Context: an optimization exercise on an open-source flow, tuned for small area, a short achievable clock period and few clock cycles. The choices shown serve that exercise and are no tape-out recipe.
RTL that was checked went through simulation tests only; none was proved equivalent to the original.

## fp32_mac_core
module fp32_mac_core #(
   parameter logic [31:0] CANON_NAN = 32'h7FC00000
) (
   input  logic        CLK_I,
   input  logic        RSTL_I,
   input  logic        IN_VALID_I,
   input  logic [95:0] IN_DATA_I,
   output logic        IN_READY_O,
   output logic        OUT_VALID_O,
   input  logic        OUT_READY_I,
   output logic [31:0] OUT_DATA_O,
   output logic        OVERRUN_O
);
export LEC_CHECK = 0
export CAP_MARGIN = 20
export CORE_MARGIN = 2
export CORE_UTILIZATION = 40
export CTS_BUF_LIST = sky130_fd_sc_hd__clkbuf_8
export CTS_CLUSTER_DIAMETER = 80
export CTS_CLUSTER_SIZE = 14
export SLEW_MARGIN = 20
create_clock -name core_clock -period 10.0 [get_ports {CLK_I}]
standard.sh (not shown) runs the stock make flow with config.mk's settings and CLKGATE_MAP_FILE= SYNTH_SCRIPT=/design/flow/synth_recipe.tcl, a recipe that flattens the netlist after the stock synthesis.
==> flow/flow/run.sh <==
#!/bin/bash
# The standard layout (standard.sh: the standard synthesis and ORFS flow, unchanged), with
#  - a tighter setup target for the timing repair steps: repair_timing works until the setup
#    slack at the fixed 10 ns clock is at least SETUP_SLACK_MARGIN (flow/margin.txt);
#  - the smallest buffer cell for the port buffers (every port still gets its buffer; repair
#    may resize them).
set -euo pipefail
MARGIN=$(cat flow/margin.txt)
bash standard.sh SETUP_SLACK_MARGIN=$MARGIN "BUFFER_PORTS_ARGS=-buffer_cell sky130_fd_sc_hd__buf_1" finish > standard_flow.log 2>&1
==> flow/flow/margin.txt <==
6.3
Testbench counts at the start, summed over its fixed seeds: cycles 4,848.
Change:
--- a/flow/design.v
+++ b/flow/design.v
@@ -388,49 +388,52 @@
          kind_m = K_INF; ksign_m = mul_sign;
       end else if (c_inf) begin
          kind_m = K_INF; ksign_m = c[31];
       end else if (a_zero || b_zero) begin
          if (c_zero) begin
             kind_m = K_ZERO; ksign_m = c[31];
          end else
             kill_m = 1'b1;
       end
    end
    logic [14:0] sk_m;        
-   logic [2:0] dp_m, dz_m;
+   logic [2:0]  dp_m, dz_m;
+   logic [9:0]  base_m;      
    always_comb begin
       for (int k = 0; k < 3; k++) begin
          logic [10:0] d, m;
          d = t_m - 11'(k);
          m = d[10] ? (11'd0 - d) : d;
          sk_m[5*k +: 5] = (m > 11'd31) ? 5'd31 : m[4:0];
          dp_m[k] = ~d[10] & (d != 11'd0);
          dz_m[k] = (d == 11'd0);
       end
+      for (int k = 0; k < 2; k++)
+         base_m[5*k +: 5] = dp_m[k] ? sk_m[5*(k+1) +: 5] : sk_m[5*k +: 5];
    end
    logic [34:0] s2, c2;
    logic        cy2, st2;
    logic [9:0]  ep2;
-   logic [14:0] sk2;
+   logic [9:0]  base2;
    logic [2:0]  dp2, dz2;
    logic        ps2;
    logic [31:0] cc2;
    logic [1:0]  kind2;
    logic        ks2, kill2;
    always_ff @(posedge CLK_I) begin
       s2    <= ts[34:0];
       c2    <= tc[34:0];
       cy2   <= lo13_c;
       st2   <= |lo13;
       ep2   <= ep_m;
-      sk2   <= sk_m;
+      base2 <= base_m;
       dp2   <= dp_m;
       dz2   <= dz_m;
       ps2   <= mul_sign;
       cc2   <= c;
       kind2 <= kind_m;
       ks2   <= ksign_m;
       kill2 <= kill_m;
    end
    logic [34:0] q;             
    logic        q_co;
    logic        pr_ovf;
@@ -441,88 +444,89 @@
    logic        inc1, inc0;
    logic [22:0] r1, r0;
    assign m1   = q[34:11];
    assign m0   = q[33:10];
    assign inc1 = q[10] & ((|q[9:0]) | st2 | m1[0]);
    assign inc0 = q[9]  & ((|q[8:0]) | st2 | m0[0]);
    inc_pfx #(23, 5) u_pinc1 (.a(m1[22:0]), .ci(inc1), .s(r1));
    inc_pfx #(23, 5) u_pinc0 (.a(m0[22:0]), .ci(inc0), .s(r0));
    assign pr_r   = q[34] ? r1 : r0;
    assign pr_ovf = q[34] ? (inc1 & (&m1)) : (inc0 & (&m0));
    assign rm = {1'b1, pr_r};
-   logic [4:0] sha, shb;
+   logic [4:0] base;
    logic       dpa, dpb, dza, dzb;
    always_comb begin
       if (q[34]) begin
-         sha = sk2[9:5];   dpa = dp2[1]; dza = dz2[1];
-         shb = sk2[14:10]; dpb = dp2[2]; dzb = dz2[2];
+         base = base2[9:5]; dpa = dp2[1]; dza = dz2[1];
+         dpb = dp2[2]; dzb = dz2[2];
       end else begin
-         sha = sk2[4:0];   dpa = dp2[0]; dza = dz2[0];
-         shb = sk2[9:5];   dpb = dp2[1]; dzb = dz2[1];
+         base = base2[4:0]; dpa = dp2[0]; dza = dz2[0];
+         dpb = dp2[1]; dzb = dz2[1];
       end
    end
    logic [23:0] rm3;
    logic [9:0]  ep3;
    logic        n3, ovf3;
    logic        ps3;
    logic [31:0] cc3;
    logic [1:0]  kind3;
    logic        ks3, kill3;
    logic        dpa3, dpb3, dza3, dzb3;
-   logic [4:0]  sha3, shb3;
+   logic [4:0]  base3;
    always_ff @(posedge CLK_I) begin
       if (en3) begin
          rm3    <= rm;
          ep3    <= ep2;
          n3     <= q[34];
          ovf3   <= pr_ovf;
          ps3    <= ps2;
          cc3    <= cc2;
          kind3  <= kind2;
          ks3    <= ks2;
          kill3  <= kill2;
          dpa3   <= dpa;
          dpb3   <= dpb;
          dza3   <= dza;
          dzb3   <= dzb;
-         sha3   <= sha;
-         shb3   <= shb;
+         base3  <= base;
       end
    end
    logic [23:0] c_man, sm_in, lg_m;
    logic        c_nz, c_gt, c_bigger, sm_ok;
    logic [26:0] al_x, al_sh, al_mask, al_small;
    logic        al_st;
    logic [24:0] cmp_d;
    logic        cmp_co;
    logic       dpos3, dzero3;
-   logic [4:0] sh3;
+   logic       extra;
    logic [9:0] re3;
    assign dpos3  = ovf3 ? dpb3 : dpa3;
    assign dzero3 = ovf3 ? dzb3 : dza3;
-   assign sh3    = ovf3 ? shb3 : sha3;
+   assign extra  = dpa3 ^ ovf3;
    assign re3    = ep3 + {9'd0, n3} + {9'd0, ovf3};
    assign c_nz  = (cc3[30:23] != 8'h00);
    assign c_man = {c_nz, cc3[22:0]};
    ks_add #(24, 5) u_cmp (.a(rm3), .b(~c_man), .ci(1'b1), .s(cmp_d[23:0]), .co(cmp_co));
    assign c_gt     = ~cmp_co;
    assign c_bigger = kill3 | (c_nz & (dpos3 | (dzero3 & c_gt)));
    assign sm_ok    = c_nz & ~kill3;
-   assign sm_in   = (dpos3 ? rm3 : c_man) & {24{sm_ok}};
+   assign sm_in   = (dpa3 ? rm3 : c_man) & {24{sm_ok}};
    assign al_x    = {sm_in, 3'b000};
-   assign al_sh   = al_x >> sh3;
-   assign al_mask = ~(27'h7FFFFFF << sh3);
+   assign al_sh   = al_x >> base3;
+   assign al_mask = ~(27'h7FFFFFF << base3);
    assign al_st   = |(al_x & al_mask);
    always_comb begin
-      if (dzero3 & c_gt & sm_ok)
-         al_small = {rm3, 3'b000};
+      if (dzero3)
+         al_small = (c_gt & sm_ok) ? {rm3, 3'b000} : {c_man & {24{sm_ok}}, 3'b000};
+      else if (extra)
+         al_small = {1'b0, al_sh[26:2], al_sh[1] | al_sh[0] | al_st};
       else
          al_small = {al_sh[26:1], al_sh[0] | al_st};
    end
    assign lg_m = c_bigger ? c_man : rm3;
    logic [23:0] lg4;
    logic [26:0] sm4;
    logic [9:0]  e4;
    logic        s4, sub4;
    logic [1:0]  kind4;
    logic        ks4;
    always_ff @(posedge CLK_I) begin
After rerunning: The new run went through all stages and came out clean; area after synthesis is unchanged; first-iteration DRC count is lower by 0.35%; routed wire length is higher by 2.6%; cell area increases by 0.87%; global-route usage increases by 0.67 points; via count increases by 1.6%; core utilization rose by 0.39 points; worst setup slack got worse by 110 ps.
Only the layout flow was run in the second run of this note; the RTL was not checked for function there.

Another version of the RTL of fp32_mac_core (not shown whole).
For scale: roughly 140 I/O pins, about 0.037 mm^2 of cells after synthesis.
## fp32_mac_core
module fp32_mac_core #(
   parameter logic [31:0] CANON_NAN = 32'h7FC00000
) (
   input  logic        CLK_I,
   input  logic        RSTL_I,
   input  logic        IN_VALID_I,
   input  logic [95:0] IN_DATA_I,
   output logic        IN_READY_O,
   output logic        OUT_VALID_O,
   input  logic        OUT_READY_I,
   output logic [31:0] OUT_DATA_O,
   output logic        OVERRUN_O
);
Settings: LEC_CHECK=0, CAP_MARGIN=20, CORE_MARGIN=2, CORE_UTILIZATION=40, CTS_BUF_LIST=sky130_fd_sc_hd__clkbuf_8, CTS_CLUSTER_DIAMETER=80, CTS_CLUSTER_SIZE=14, SLEW_MARGIN=20; clock period 10.0 ns.
Scripts as last shown in full above: flow/flow/run.sh, flow/flow/margin.txt
The first run passed the timing, design-rule and antenna checks.
Change:
--- a/flow/design.v
+++ b/flow/design.v
@@ -445,26 +445,53 @@
    logic [9:0] zd;
    logic       nz10, nz9;
    always_comb begin
       zd[0] = (s2[0] ^ c2[0]) ~^ cy2;
       for (int i = 1; i < 10; i++)
          zd[i] = (s2[i] ^ c2[i]) ~^ (s2[i-1] | c2[i-1]);
    end
    assign nz10 = ~(&zd[9:0]);    
    assign nz9  = ~(&zd[8:0]);    
    assign inc1 = q[10] & (nz10 | st2 | m1[0]);
    assign inc0 = q[9]  & (nz9  | st2 | m0[0]);
-   inc_pfx #(23, 5) u_pinc1 (.a(m1[22:0]), .ci(inc1), .s(r1));
-   inc_pfx #(23, 5) u_pinc0 (.a(m0[22:0]), .ci(inc0), .s(r0));
+   logic [34:0] hp, hg;
+   logic [34:11] hh;           
+   logic [9:0]  lo10;
+   logic [22:0] pa1, pa0;      
+   logic        c10, c11;
+   logic        a11, a10;      
+   logic [23:0] ta1, ta0;      
+   assign hp = s2 ^ c2;
+   assign hg = s2 & c2;
+   always_comb
+      for (int k = 11; k < 35; k++) hh[k] = hp[k] ^ hg[k-1];
+   ks_add #(10, 4) u_c10 (.a(s2[9:0]), .b(c2[9:0]), .ci(cy2), .s(lo10), .co(c10));
+   and_pfx #(23, 5) u_pa1 (.a(hh[34:12]), .p(pa1));
+   and_pfx #(23, 5) u_pa0 (.a(hh[33:11]), .p(pa0));
+   assign c11 = hg[10] | (hp[10] & c10);
+   assign a11 = hp[11] ^ c11;
+   assign a10 = hp[10] ^ c10;
+   always_comb begin
+      ta1[0] = 1'b1;
+      ta0[0] = 1'b1;
+      ta1[1] = a11;
+      ta0[1] = a10;
+      for (int i = 2; i < 24; i++) begin
+         ta1[i] = a11 & pa1[i-2];
+         ta0[i] = a10 & pa0[i-2];
+      end
+   end
+   assign r1     = q[33:11] ^ (ta1[22:0] & {23{inc1}});
+   assign r0     = q[32:10] ^ (ta0[22:0] & {23{inc0}});
    assign pr_r   = q[34] ? r1 : r0;
-   assign pr_ovf = q[34] ? (inc1 & (&m1)) : (inc0 & (&m0));
+   assign pr_ovf = q[34] ? (inc1 & ta1[23] & hh[34]) : (inc0 & ta0[23] & hh[33]);
    assign rm = {1'b1, pr_r};
    logic [4:0] sha, shb;
    logic       dpa, dpb, dza, dzb;
    always_comb begin
       if (q[34]) begin
          sha = sk2[9:5];   dpa = dp2[1]; dza = dz2[1];
          shb = sk2[14:10]; dpb = dp2[2]; dzb = dz2[2];
       end else begin
          sha = sk2[4:0];   dpa = dp2[0]; dza = dz2[0];
          shb = sk2[9:5];   dpb = dp2[1]; dzb = dz2[1];
       end
@@ -643,22 +670,38 @@
                p[l+1][i] = p[l][i] & p[l][i - (1 << l)];
             end else begin
                g[l+1][i] = g[l][i];
                p[l+1][i] = p[l][i];
             end
          end
       end
    end
    assign s  = hp ^ g[L][W-1:0];
    assign co = g[L][W];
 endmodule
+module and_pfx #(
+   parameter int W = 8,
+   parameter int L = 3       
+) (
+   input  logic [W-1:0] a,
+   output logic [W-1:0] p
+);
+   logic [W-1:0] t [0:L];
+   always_comb begin
+      t[0] = a;
+      for (int l = 0; l < L; l++)
+         for (int i = 0; i < W; i++)
+            t[l+1][i] = (i >= (1 << l)) ? (t[l][i] & t[l][i - (1 << l)]) : t[l][i];
+   end
+   assign p = t[L];
+endmodule
 module inc_pfx #(
    parameter int W = 8,
    parameter int L = 3       
 ) (
    input  logic [W-1:0] a,
    input  logic         ci,
    output logic [W-1:0] s
 );
    logic [W-1:0] t [0:L];
    always_comb begin
       t[0] = a;
Outcome: Count of clock-buffer cells in the layout increases by 1; setup slack improves by 0.24 ns; routed wire length decreases by 8.3%; sequential share of layout area increases by 1.4 points; critical path depth decreases by 4; die area decreases by about 1.6%; sequential cell count stays the same; fmax increases by about 6.4%; first-iteration DRC count decreases by about 8%; register-to-register slack improves by 0.24 ns; utilization decreases by 1.6 points; area after synthesis decreases by about 1.6%.
No run of this note included a check of the RTL's function; only the layout flow was run.

what the ideal ports hide:
The results above use ideal ports. As a check the final layouts listed here were re-extracted and re-timed, cells and wires unchanged. Step 1 assumes that a clkbuf_16 drives the clock port and a buf_2 every other input. Step 2, shift: input delay + t, output delay - t, t = (earliest + latest rising clock arrival at the registers) / 2. This alone moves slack from input paths to output paths. a / b / c = no drivers / after step 1 / after step 2; a / b = the first two.
| run | t, ns | setup WS [ns] | slew at the worst register clock pin (ns) |
|---|---|---|---|
| the first run of note 1 | 0.774 | 6.373 / 6.373 / 6.371 | 0.10 / 0.10 |
| the second run of note 1 | 0.740 | 6.264 / 6.264 / 6.264 | 0.11 / 0.11 |
| the first run of note 2 | 0.782 | 6.052 / 6.052 / 6.052 | 0.10 / 0.10 |
| the second run of note 2 | 0.762 | 6.289 / 6.289 / 6.063 | 0.11 / 0.11 |
After both steps setup and hold are still met in every run listed. The setup slack of the second run of note 2, which loses most, moves by 0.000 ns with the drivers and by -0.226 ns with both steps.
